This is an optimization exercise on Yosys and OpenROAD, whose aim is small area, not a production implementation. Only simulation tests tie the RTL to the original design; equivalence was not proved. Power is estimated from default activity; no workload was simulated.

==> trial 93 <==
==> flow/design.v (excerpt) <==
module script_lexer (
  input  logic        clk,
  input  logic        rst_n,
  input  logic        in_valid,
  output logic        in_stall,
  input  logic [8:0]  in_data,    
  output logic        out_valid,
  input  logic        out_stall,
  output logic [54:0] out_data    
);
  logic       eoi, qt, dig, hex, idch, idst, at, dot, xx, ee, pm, amp, bar, eq;
  logic       kw_r, kw_u, kw_e, kw_a, kw_l, kw_s;
  logic [5:0] sfm;
  sl_front u_front (
    .in_data(in_data), .eoi(eoi), .qt(qt), .dig(dig), .hex(hex), .idch(idch), .idst(idst),
    .at(at), .dot(dot), .xx(xx), .ee(ee), .pm(pm), .amp(amp), .bar(bar), .eq(eq),
    .kw_r(kw_r), .kw_u(kw_u), .kw_e(kw_e), .kw_a(kw_a), .kw_l(kw_l), .kw_s(kw_s), .sfm(sfm)
  );
  sl_back u_back (
    .clk(clk), .rst_n(rst_n), .in_valid(in_valid), .in_stall(in_stall),
    .eoi(eoi), .qt(qt), .dig(dig), .hex(hex), .idch(idch), .idst(idst), .at(at), .dot(dot),
    .xx(xx), .ee(ee), .pm(pm), .amp(amp), .bar(bar), .eq(eq),
    .kw_r(kw_r), .kw_u(kw_u), .kw_e(kw_e), .kw_a(kw_a), .kw_l(kw_l), .kw_s(kw_s), .sfm(sfm),
    .out_valid(out_valid), .out_stall(out_stall), .out_data(out_data)
  );
endmodule
clock: 8.0 ns
lec_check: 0
abc_area: 1
cap_margin: 20
core_margin: 2
core_utilization: 40
cts_buf_list: sky130_fd_sc_hd__clkbuf_8
place_density: 0.6
slew_margin: 20
standard.sh (not shown) runs the stock make flow with config.mk's settings and CLKGATE_MAP_FILE= SYNTH_SCRIPT=/design/flow/synth_recipe.tcl, a recipe that flattens the netlist after the stock synthesis.
==> flow/flow/run.sh <==
#!/bin/bash
# The standard layout (standard.sh), with two changes to how it is made:
#  - synthesis maps the logic with the area-oriented ABC script in flow/abc_area.script
#    (a copy of ORFS's scripts folder is used, with only that file replaced);
#  - port buffering uses the smallest buffer, sky130_fd_sc_hd__buf_1.
# Every tool's output goes to the ORFS logs under orfs/logs, and the make output to standard.log.
set -euo pipefail
rm -rf scripts
cp -r "$FLOW_HOME/scripts" scripts
cp flow/abc_area.script scripts/abc_area.script
export SCRIPTS_DIR="$PWD/scripts"
export BUFFER_PORTS_ARGS="-buffer_cell sky130_fd_sc_hd__buf_1"
bash standard.sh > standard.log 2>&1
==> flow/flow/abc_area.script <==
&get -n
&st
&deepsyn -T 60
&dch -f
&nf -p -R 1000 -F 8 -A 4
&put
topo
stime -c
==> trial 69: changes against trial 93 <==
--- a/flow/config.mk
+++ b/flow/config.mk
@@ -7,8 +7,10 @@
 export LEC_CHECK = 0
 export ABC_AREA = 1
 export CAP_MARGIN = 20
 export CORE_MARGIN = 2
 export CORE_UTILIZATION = 40
-export CTS_BUF_LIST = sky130_fd_sc_hd__clkbuf_8
+export CTS_BUF_LIST = sky130_fd_sc_hd__clkbuf_16
+export CTS_CLUSTER_DIAMETER = 300
+export CTS_CLUSTER_SIZE = 64
 export PLACE_DENSITY = 0.6
 export SLEW_MARGIN = 20
==> trial 54: changes against trial 93 <==
--- a/flow/design.v
+++ b/flow/design.v
@@ -5,59 +5,59 @@
   localparam [5:0] K_STRING = 6'd4;
   localparam [5:0] K_ERROR  = 6'd5;
   localparam [5:0] K_DOTDOT = 6'd6;
   localparam [5:0] K_SINGLE = 6'd18;
   localparam [5:0] K_END    = 6'd35;
-  localparam [2:0] OP_HOLD  = 3'd0;    
-  localparam [2:0] OP_INC   = 3'd1;    
-  localparam [2:0] OP_DEC   = 3'd2;    
-  localparam [2:0] OP_ADD   = 3'd3;    
-  localparam [2:0] OP_CLR   = 3'd4;    
-  localparam [2:0] OP_ONES  = 3'd5;    
-  localparam [2:0] OP_FIX   = 3'd6;    
-  localparam [5:0] M_IDLE      = 6'd19;
-  localparam [5:0] M_ID_X      = 6'd28;
-  localparam [5:0] M_ID_T      = 6'd2;
-  localparam [5:0] M_ID_F      = 6'd3;
-  localparam [5:0] M_STRING    = 6'd4;
-  localparam [5:0] M_ZERO      = 6'd7;
-  localparam [5:0] M_DEC_INT   = 6'd9;
-  localparam [5:0] M_DEC_DOT   = 6'd11;
-  localparam [5:0] M_DEC_DOTS  = 6'd10;
-  localparam [5:0] M_FRAC      = 6'd8;
-  localparam [5:0] M_EXP_E     = 6'd12;
-  localparam [5:0] M_EXP_SIGN  = 6'd13;
-  localparam [5:0] M_EXP_DIG   = 6'd14;
-  localparam [5:0] M_GARBAGE   = 6'd57;
-  localparam [5:0] M_TRAIL     = 6'd16;
-  localparam [5:0] M_HEX_X     = 6'd17;
-  localparam [5:0] M_HEX_DIG   = 6'd15;
-  localparam [5:0] M_DD_INT    = 6'd20;
-  localparam [5:0] M_DD_INTS   = 6'd21;
-  localparam [5:0] M_STR_EMIT  = 6'd22;
-  localparam [5:0] M_INIT      = 6'd23;
+  localparam [2:0] OP_HOLD   = 3'd0;
+  localparam [2:0] OP_INC    = 3'd1;
+  localparam [2:0] OP_DEC    = 3'd5;
+  localparam [2:0] OP_ADD    = 3'd3;
+  localparam [2:0] OP_CLR    = 3'd4;
+  localparam [2:0] OP_ONES   = 3'd7;
+  localparam [2:0] OP_FIX    = 3'd6;
+  localparam [5:0] M_IDLE      = 6'd1;
+  localparam [5:0] M_INIT      = 6'd9;
+  localparam [5:0] M_ID_X      = 6'd0;
+  localparam [5:0] M_ID_T      = 6'd8;
+  localparam [5:0] M_ID_F      = 6'd16;
+  localparam [5:0] M_STRING    = 6'd37;
+  localparam [5:0] M_ZERO      = 6'd2;
+  localparam [5:0] M_DEC_INT   = 6'd10;
+  localparam [5:0] M_DEC_DOT   = 6'd45;
+  localparam [5:0] M_DEC_DOTS  = 6'd53;
+  localparam [5:0] M_FRAC      = 6'd3;
+  localparam [5:0] M_EXP_E     = 6'd61;
+  localparam [5:0] M_EXP_SIGN  = 6'd7;
+  localparam [5:0] M_EXP_DIG   = 6'd11;
+  localparam [5:0] M_GARBAGE   = 6'd15;
+  localparam [5:0] M_TRAIL     = 6'd39;
+  localparam [5:0] M_HEX_X     = 6'd47;
+  localparam [5:0] M_HEX_DIG   = 6'd42;
+  localparam [5:0] M_DD_INT    = 6'd50;
+  localparam [5:0] M_DD_INTS   = 6'd58;
+  localparam [5:0] M_STR_EMIT  = 6'd4;
   localparam [5:0] M_EM_END    = 6'd35;
   localparam [5:0] M_H_ERR     = 6'd5;
-  localparam [5:0] M_H_DD      = 6'd55;
+  localparam [5:0] M_H_DD      = 6'd6;
   localparam [5:0] M_H_XOR     = 6'd24;
-  localparam [5:0] M_H_TIL     = 6'd26;
+  localparam [5:0] M_H_TIL     = 6'd25;
   localparam [5:0] M_H_QM      = 6'd30;
   localparam [5:0] M_H_LP      = 6'd32;
   localparam [5:0] M_H_RP      = 6'd33;
   localparam [5:0] M_H_SEMI    = 6'd34;
-  localparam [5:0] M_OP_DOT    = 6'd6;
-  localparam [5:0] M_OP_PLUS   = 6'd50;
-  localparam [5:0] M_OP_MINUS  = 6'd51;
-  localparam [5:0] M_OP_STAR   = 6'd52;
-  localparam [5:0] M_OP_SLASH  = 6'd62;
-  localparam [5:0] M_OP_AMP    = 6'd54;
-  localparam [5:0] M_OP_BAR    = 6'd53;
-  localparam [5:0] M_OP_BANG   = 6'd58;
-  localparam [5:0] M_OP_LT     = 6'd59;
-  localparam [5:0] M_OP_GT     = 6'd60;
-  localparam [5:0] M_OP_EQ     = 6'd61;
-  localparam [5:0] M_OP_COL    = 6'd63;
+  localparam [5:0] M_OP_DOT    = 6'd13;
+  localparam [5:0] M_OP_PLUS   = 6'd18;
+  localparam [5:0] M_OP_MINUS  = 6'd19;
+  localparam [5:0] M_OP_STAR   = 6'd20;
+  localparam [5:0] M_OP_SLASH  = 6'd21;
+  localparam [5:0] M_OP_AMP    = 6'd22;
+  localparam [5:0] M_OP_BAR    = 6'd23;
+  localparam [5:0] M_OP_BANG   = 6'd26;
+  localparam [5:0] M_OP_LT     = 6'd27;
+  localparam [5:0] M_OP_GT     = 6'd28;
+  localparam [5:0] M_OP_EQ     = 6'd29;
+  localparam [5:0] M_OP_COL    = 6'd31;
 module sl_front (
   input  logic [8:0] in_data,    
   output logic       eoi,
   output logic       qt,         
   output logic       dig,        
@@ -82,59 +82,59 @@
   localparam [5:0] K_STRING = 6'd4;
   localparam [5:0] K_ERROR  = 6'd5;
   localparam [5:0] K_DOTDOT = 6'd6;
   localparam [5:0] K_SINGLE = 6'd18;
   localparam [5:0] K_END    = 6'd35;
-  localparam [2:0] OP_HOLD  = 3'd0;    
-  localparam [2:0] OP_INC   = 3'd1;    
-  localparam [2:0] OP_DEC   = 3'd2;    
-  localparam [2:0] OP_ADD   = 3'd3;    
-  localparam [2:0] OP_CLR   = 3'd4;    
-  localparam [2:0] OP_ONES  = 3'd5;    
-  localparam [2:0] OP_FIX   = 3'd6;    
-  localparam [5:0] M_IDLE      = 6'd19;
-  localparam [5:0] M_ID_X      = 6'd28;
-  localparam [5:0] M_ID_T      = 6'd2;
-  localparam [5:0] M_ID_F      = 6'd3;
-  localparam [5:0] M_STRING    = 6'd4;
-  localparam [5:0] M_ZERO      = 6'd7;
-  localparam [5:0] M_DEC_INT   = 6'd9;
-  localparam [5:0] M_DEC_DOT   = 6'd11;
-  localparam [5:0] M_DEC_DOTS  = 6'd10;
-  localparam [5:0] M_FRAC      = 6'd8;
-  localparam [5:0] M_EXP_E     = 6'd12;
-  localparam [5:0] M_EXP_SIGN  = 6'd13;
-  localparam [5:0] M_EXP_DIG   = 6'd14;
-  localparam [5:0] M_GARBAGE   = 6'd57;
-  localparam [5:0] M_TRAIL     = 6'd16;
-  localparam [5:0] M_HEX_X     = 6'd17;
-  localparam [5:0] M_HEX_DIG   = 6'd15;
-  localparam [5:0] M_DD_INT    = 6'd20;
-  localparam [5:0] M_DD_INTS   = 6'd21;
-  localparam [5:0] M_STR_EMIT  = 6'd22;
-  localparam [5:0] M_INIT      = 6'd23;
+  localparam [2:0] OP_HOLD   = 3'd0;
+  localparam [2:0] OP_INC    = 3'd1;
+  localparam [2:0] OP_DEC    = 3'd5;
+  localparam [2:0] OP_ADD    = 3'd3;
+  localparam [2:0] OP_CLR    = 3'd4;
+  localparam [2:0] OP_ONES   = 3'd7;
+  localparam [2:0] OP_FIX    = 3'd6;
+  localparam [5:0] M_IDLE      = 6'd1;
+  localparam [5:0] M_INIT      = 6'd9;
+  localparam [5:0] M_ID_X      = 6'd0;
+  localparam [5:0] M_ID_T      = 6'd8;
+  localparam [5:0] M_ID_F      = 6'd16;
+  localparam [5:0] M_STRING    = 6'd37;
+  localparam [5:0] M_ZERO      = 6'd2;
+  localparam [5:0] M_DEC_INT   = 6'd10;
+  localparam [5:0] M_DEC_DOT   = 6'd45;
+  localparam [5:0] M_DEC_DOTS  = 6'd53;
+  localparam [5:0] M_FRAC      = 6'd3;
+  localparam [5:0] M_EXP_E     = 6'd61;
+  localparam [5:0] M_EXP_SIGN  = 6'd7;
+  localparam [5:0] M_EXP_DIG   = 6'd11;
+  localparam [5:0] M_GARBAGE   = 6'd15;
+  localparam [5:0] M_TRAIL     = 6'd39;
+  localparam [5:0] M_HEX_X     = 6'd47;
+  localparam [5:0] M_HEX_DIG   = 6'd42;
+  localparam [5:0] M_DD_INT    = 6'd50;
+  localparam [5:0] M_DD_INTS   = 6'd58;
+  localparam [5:0] M_STR_EMIT  = 6'd4;
   localparam [5:0] M_EM_END    = 6'd35;
   localparam [5:0] M_H_ERR     = 6'd5;
-  localparam [5:0] M_H_DD      = 6'd55;
+  localparam [5:0] M_H_DD      = 6'd6;
   localparam [5:0] M_H_XOR     = 6'd24;
-  localparam [5:0] M_H_TIL     = 6'd26;
+  localparam [5:0] M_H_TIL     = 6'd25;
   localparam [5:0] M_H_QM      = 6'd30;
   localparam [5:0] M_H_LP      = 6'd32;
   localparam [5:0] M_H_RP      = 6'd33;
   localparam [5:0] M_H_SEMI    = 6'd34;
-  localparam [5:0] M_OP_DOT    = 6'd6;
-  localparam [5:0] M_OP_PLUS   = 6'd50;
-  localparam [5:0] M_OP_MINUS  = 6'd51;
-  localparam [5:0] M_OP_STAR   = 6'd52;
-  localparam [5:0] M_OP_SLASH  = 6'd62;
-  localparam [5:0] M_OP_AMP    = 6'd54;
-  localparam [5:0] M_OP_BAR    = 6'd53;
-  localparam [5:0] M_OP_BANG   = 6'd58;
-  localparam [5:0] M_OP_LT     = 6'd59;
-  localparam [5:0] M_OP_GT     = 6'd60;
-  localparam [5:0] M_OP_EQ     = 6'd61;
-  localparam [5:0] M_OP_COL    = 6'd63;
+  localparam [5:0] M_OP_DOT    = 6'd13;
+  localparam [5:0] M_OP_PLUS   = 6'd18;
+  localparam [5:0] M_OP_MINUS  = 6'd19;
+  localparam [5:0] M_OP_STAR   = 6'd20;
+  localparam [5:0] M_OP_SLASH  = 6'd21;
+  localparam [5:0] M_OP_AMP    = 6'd22;
+  localparam [5:0] M_OP_BAR    = 6'd23;
+  localparam [5:0] M_OP_BANG   = 6'd26;
+  localparam [5:0] M_OP_LT     = 6'd27;
+  localparam [5:0] M_OP_GT     = 6'd28;
+  localparam [5:0] M_OP_EQ     = 6'd29;
+  localparam [5:0] M_OP_COL    = 6'd31;
   logic [7:0] c;
   logic       alpha;
   always_comb begin
     c     = in_data[8:1];
     eoi   = in_data[0];
@@ -206,59 +206,59 @@
   localparam [5:0] K_STRING = 6'd4;
   localparam [5:0] K_ERROR  = 6'd5;
   localparam [5:0] K_DOTDOT = 6'd6;
   localparam [5:0] K_SINGLE = 6'd18;
   localparam [5:0] K_END    = 6'd35;
-  localparam [2:0] OP_HOLD  = 3'd0;    
-  localparam [2:0] OP_INC   = 3'd1;    
-  localparam [2:0] OP_DEC   = 3'd2;    
-  localparam [2:0] OP_ADD   = 3'd3;    
-  localparam [2:0] OP_CLR   = 3'd4;    
-  localparam [2:0] OP_ONES  = 3'd5;    
-  localparam [2:0] OP_FIX   = 3'd6;    
-  localparam [5:0] M_IDLE      = 6'd19;
-  localparam [5:0] M_ID_X      = 6'd28;
-  localparam [5:0] M_ID_T      = 6'd2;
-  localparam [5:0] M_ID_F      = 6'd3;
-  localparam [5:0] M_STRING    = 6'd4;
-  localparam [5:0] M_ZERO      = 6'd7;
-  localparam [5:0] M_DEC_INT   = 6'd9;
-  localparam [5:0] M_DEC_DOT   = 6'd11;
-  localparam [5:0] M_DEC_DOTS  = 6'd10;
-  localparam [5:0] M_FRAC      = 6'd8;
-  localparam [5:0] M_EXP_E     = 6'd12;
-  localparam [5:0] M_EXP_SIGN  = 6'd13;
-  localparam [5:0] M_EXP_DIG   = 6'd14;
-  localparam [5:0] M_GARBAGE   = 6'd57;
-  localparam [5:0] M_TRAIL     = 6'd16;
-  localparam [5:0] M_HEX_X     = 6'd17;
-  localparam [5:0] M_HEX_DIG   = 6'd15;
-  localparam [5:0] M_DD_INT    = 6'd20;
-  localparam [5:0] M_DD_INTS   = 6'd21;
-  localparam [5:0] M_STR_EMIT  = 6'd22;
-  localparam [5:0] M_INIT      = 6'd23;
+  localparam [2:0] OP_HOLD   = 3'd0;
+  localparam [2:0] OP_INC    = 3'd1;
+  localparam [2:0] OP_DEC    = 3'd5;
+  localparam [2:0] OP_ADD    = 3'd3;
+  localparam [2:0] OP_CLR    = 3'd4;
+  localparam [2:0] OP_ONES   = 3'd7;
+  localparam [2:0] OP_FIX    = 3'd6;
+  localparam [5:0] M_IDLE      = 6'd1;
+  localparam [5:0] M_INIT      = 6'd9;
+  localparam [5:0] M_ID_X      = 6'd0;
+  localparam [5:0] M_ID_T      = 6'd8;
+  localparam [5:0] M_ID_F      = 6'd16;
+  localparam [5:0] M_STRING    = 6'd37;
+  localparam [5:0] M_ZERO      = 6'd2;
+  localparam [5:0] M_DEC_INT   = 6'd10;
+  localparam [5:0] M_DEC_DOT   = 6'd45;
+  localparam [5:0] M_DEC_DOTS  = 6'd53;
+  localparam [5:0] M_FRAC      = 6'd3;
+  localparam [5:0] M_EXP_E     = 6'd61;
+  localparam [5:0] M_EXP_SIGN  = 6'd7;
+  localparam [5:0] M_EXP_DIG   = 6'd11;
+  localparam [5:0] M_GARBAGE   = 6'd15;
+  localparam [5:0] M_TRAIL     = 6'd39;
+  localparam [5:0] M_HEX_X     = 6'd47;
+  localparam [5:0] M_HEX_DIG   = 6'd42;
+  localparam [5:0] M_DD_INT    = 6'd50;
+  localparam [5:0] M_DD_INTS   = 6'd58;
+  localparam [5:0] M_STR_EMIT  = 6'd4;
   localparam [5:0] M_EM_END    = 6'd35;
   localparam [5:0] M_H_ERR     = 6'd5;
-  localparam [5:0] M_H_DD      = 6'd55;
+  localparam [5:0] M_H_DD      = 6'd6;
   localparam [5:0] M_H_XOR     = 6'd24;
-  localparam [5:0] M_H_TIL     = 6'd26;
+  localparam [5:0] M_H_TIL     = 6'd25;
   localparam [5:0] M_H_QM      = 6'd30;
   localparam [5:0] M_H_LP      = 6'd32;
   localparam [5:0] M_H_RP      = 6'd33;
   localparam [5:0] M_H_SEMI    = 6'd34;
-  localparam [5:0] M_OP_DOT    = 6'd6;
-  localparam [5:0] M_OP_PLUS   = 6'd50;
-  localparam [5:0] M_OP_MINUS  = 6'd51;
-  localparam [5:0] M_OP_STAR   = 6'd52;
-  localparam [5:0] M_OP_SLASH  = 6'd62;
-  localparam [5:0] M_OP_AMP    = 6'd54;
-  localparam [5:0] M_OP_BAR    = 6'd53;
-  localparam [5:0] M_OP_BANG   = 6'd58;
-  localparam [5:0] M_OP_LT     = 6'd59;
-  localparam [5:0] M_OP_GT     = 6'd60;
-  localparam [5:0] M_OP_EQ     = 6'd61;
-  localparam [5:0] M_OP_COL    = 6'd63;
+  localparam [5:0] M_OP_DOT    = 6'd13;
+  localparam [5:0] M_OP_PLUS   = 6'd18;
+  localparam [5:0] M_OP_MINUS  = 6'd19;
+  localparam [5:0] M_OP_STAR   = 6'd20;
+  localparam [5:0] M_OP_SLASH  = 6'd21;
+  localparam [5:0] M_OP_AMP    = 6'd22;
+  localparam [5:0] M_OP_BAR    = 6'd23;
+  localparam [5:0] M_OP_BANG   = 6'd26;
+  localparam [5:0] M_OP_LT     = 6'd27;
+  localparam [5:0] M_OP_GT     = 6'd28;
+  localparam [5:0] M_OP_EQ     = 6'd29;
+  localparam [5:0] M_OP_COL    = 6'd31;
   logic [15:0] P, L;                    
   logic [2:0]  ph;
   logic [5:0]  mode, mode_n;
   logic [2:0]  op_r, op0, op_now;
   logic [1:0]  kc;                      
@@ -449,12 +449,14 @@
       op_now = op_r;
     if (ph == 3'd0)
       cin_now = (op_now == OP_INC) ? !l1 : (op_now == OP_ADD) ? cinp : 1'b0;
     else
       cin_now = cy;
-    padd = {1'b0, P[1:0]} + {1'b0, L[1:0]} + {2'b00, cin_now};
-    ladd = {1'b0, L[1:0]} + ((op_now == OP_DEC) ? 3'd3 : 3'd0) + {2'b00, cin_now};
+    padd = {1'b0, (op_now == OP_ADD) ? P[1:0] : L[1:0]} +
+           {1'b0, (op_now == OP_ADD) ? L[1:0] : (op_now == OP_DEC) ? 2'd3 : 2'd0} +
+           {2'b00, cin_now};
+    ladd = padd;
     pw   = P[1:0];
     lw   = L[1:0];
     cy_n = 1'b0;
     case (op_now)
       OP_INC, OP_DEC: begin
--- a/flow/flow/run.sh
+++ b/flow/flow/run.sh
@@ -8,6 +8,7 @@
 rm -rf scripts
 cp -r "$FLOW_HOME/scripts" scripts
 cp flow/abc_area.script scripts/abc_area.script
 export SCRIPTS_DIR="$PWD/scripts"
 export BUFFER_PORTS_ARGS="-buffer_cell sky130_fd_sc_hd__buf_1"
+export SYNTH_INSBUF=0
 bash standard.sh > standard.log 2>&1
==> flow/flow/abc_area.script (replaced) <==
&get -n
&st
&deepsyn -J 200 -T 240
&dch -f
&nf -p -R 1000 -F 16 -A 8 -C 32
&put
topo
stime -c
==> run_results.csv <==
group,metric,value,unit
outcome,status,"complete, no violations",
yosys,synthAdderAreaFrac,4.58,%
global_routing,grt_max_degree,23,
final_layout,final_area,0.00356,sq mm
final_layout,area_growth,14.5,%
yosys,syn-num-nets,440,
critical_path,worstPathMaxFanout,13,
place,pre_cts_slack,701,ps
routing,drt_iter0_markers,379,
[end of results for trial 69]
==> run_results.csv <==
group,metric,value,unit
sta,layout_min_cycle_time,7140,ps
yosys,syn-num-nets,440,
final_layout,final_area,0.00351,sq mm
place,pre_cts_slack,701,ps
pwr,p_switching,473,uW
final_layout,buffers,73,
floorplan,die_x,92.2,um
critical_path,worstPathMaxFanout,17,
routing,drt_iter0_markers,317,
final_layout,area_growth,12.7,%
outcome,status,"complete, no violations",
global_routing,grt_max_degree,23,
[end of results for trial 93]
==> run_results.csv <==
group,metric,value,unit
outcome,status,"complete, no violations",
final_layout,final_area,0.00343,sq mm
critical_path,worstPathMaxFanout,7,
place,pre_cts_slack,36.0,ps
yosys,synthAdderAreaFrac,3.64,%
global_routing,grt_max_degree,19,
[end of results for trial 54]

[afterwards: timing with drivers on the ports]
The flow's constraints put no driver on any port. The routed layouts listed below were extracted and timed again, unchanged, in two steps. Step 1 sets driving cells, clkbuf_16 on the clock port and buf_2 on the other inputs (assumed; they add their load-dependent delay and slew). Step 2 times the ports against the registers' clock, not the clock port: input delays grow and output delays shrink by t, the midpoint of the rising clock arrivals with the driver on. Three values: ideal ports, drivers, drivers and shift; two values: the first two.
| run | t, ns | slack for setup (ns) | worst slew at a driven data input, ns |
|---|---|---|---|
| trial 93 | 0.327 | 0.862 / 0.864 / 0.538 | 0.03 |
| trial 69 | 0.315 | 0.806 / 0.816 / 0.501 | 0.03 |
| trial 54 | 0.328 | 0.526 / 0.536 / 0.209 | 0.03 |
After both steps every run listed still meets setup and hold. For trial 93, which loses most, drivers alone change the setup slack by +0.002 ns; drivers and shift together by -0.324 ns.
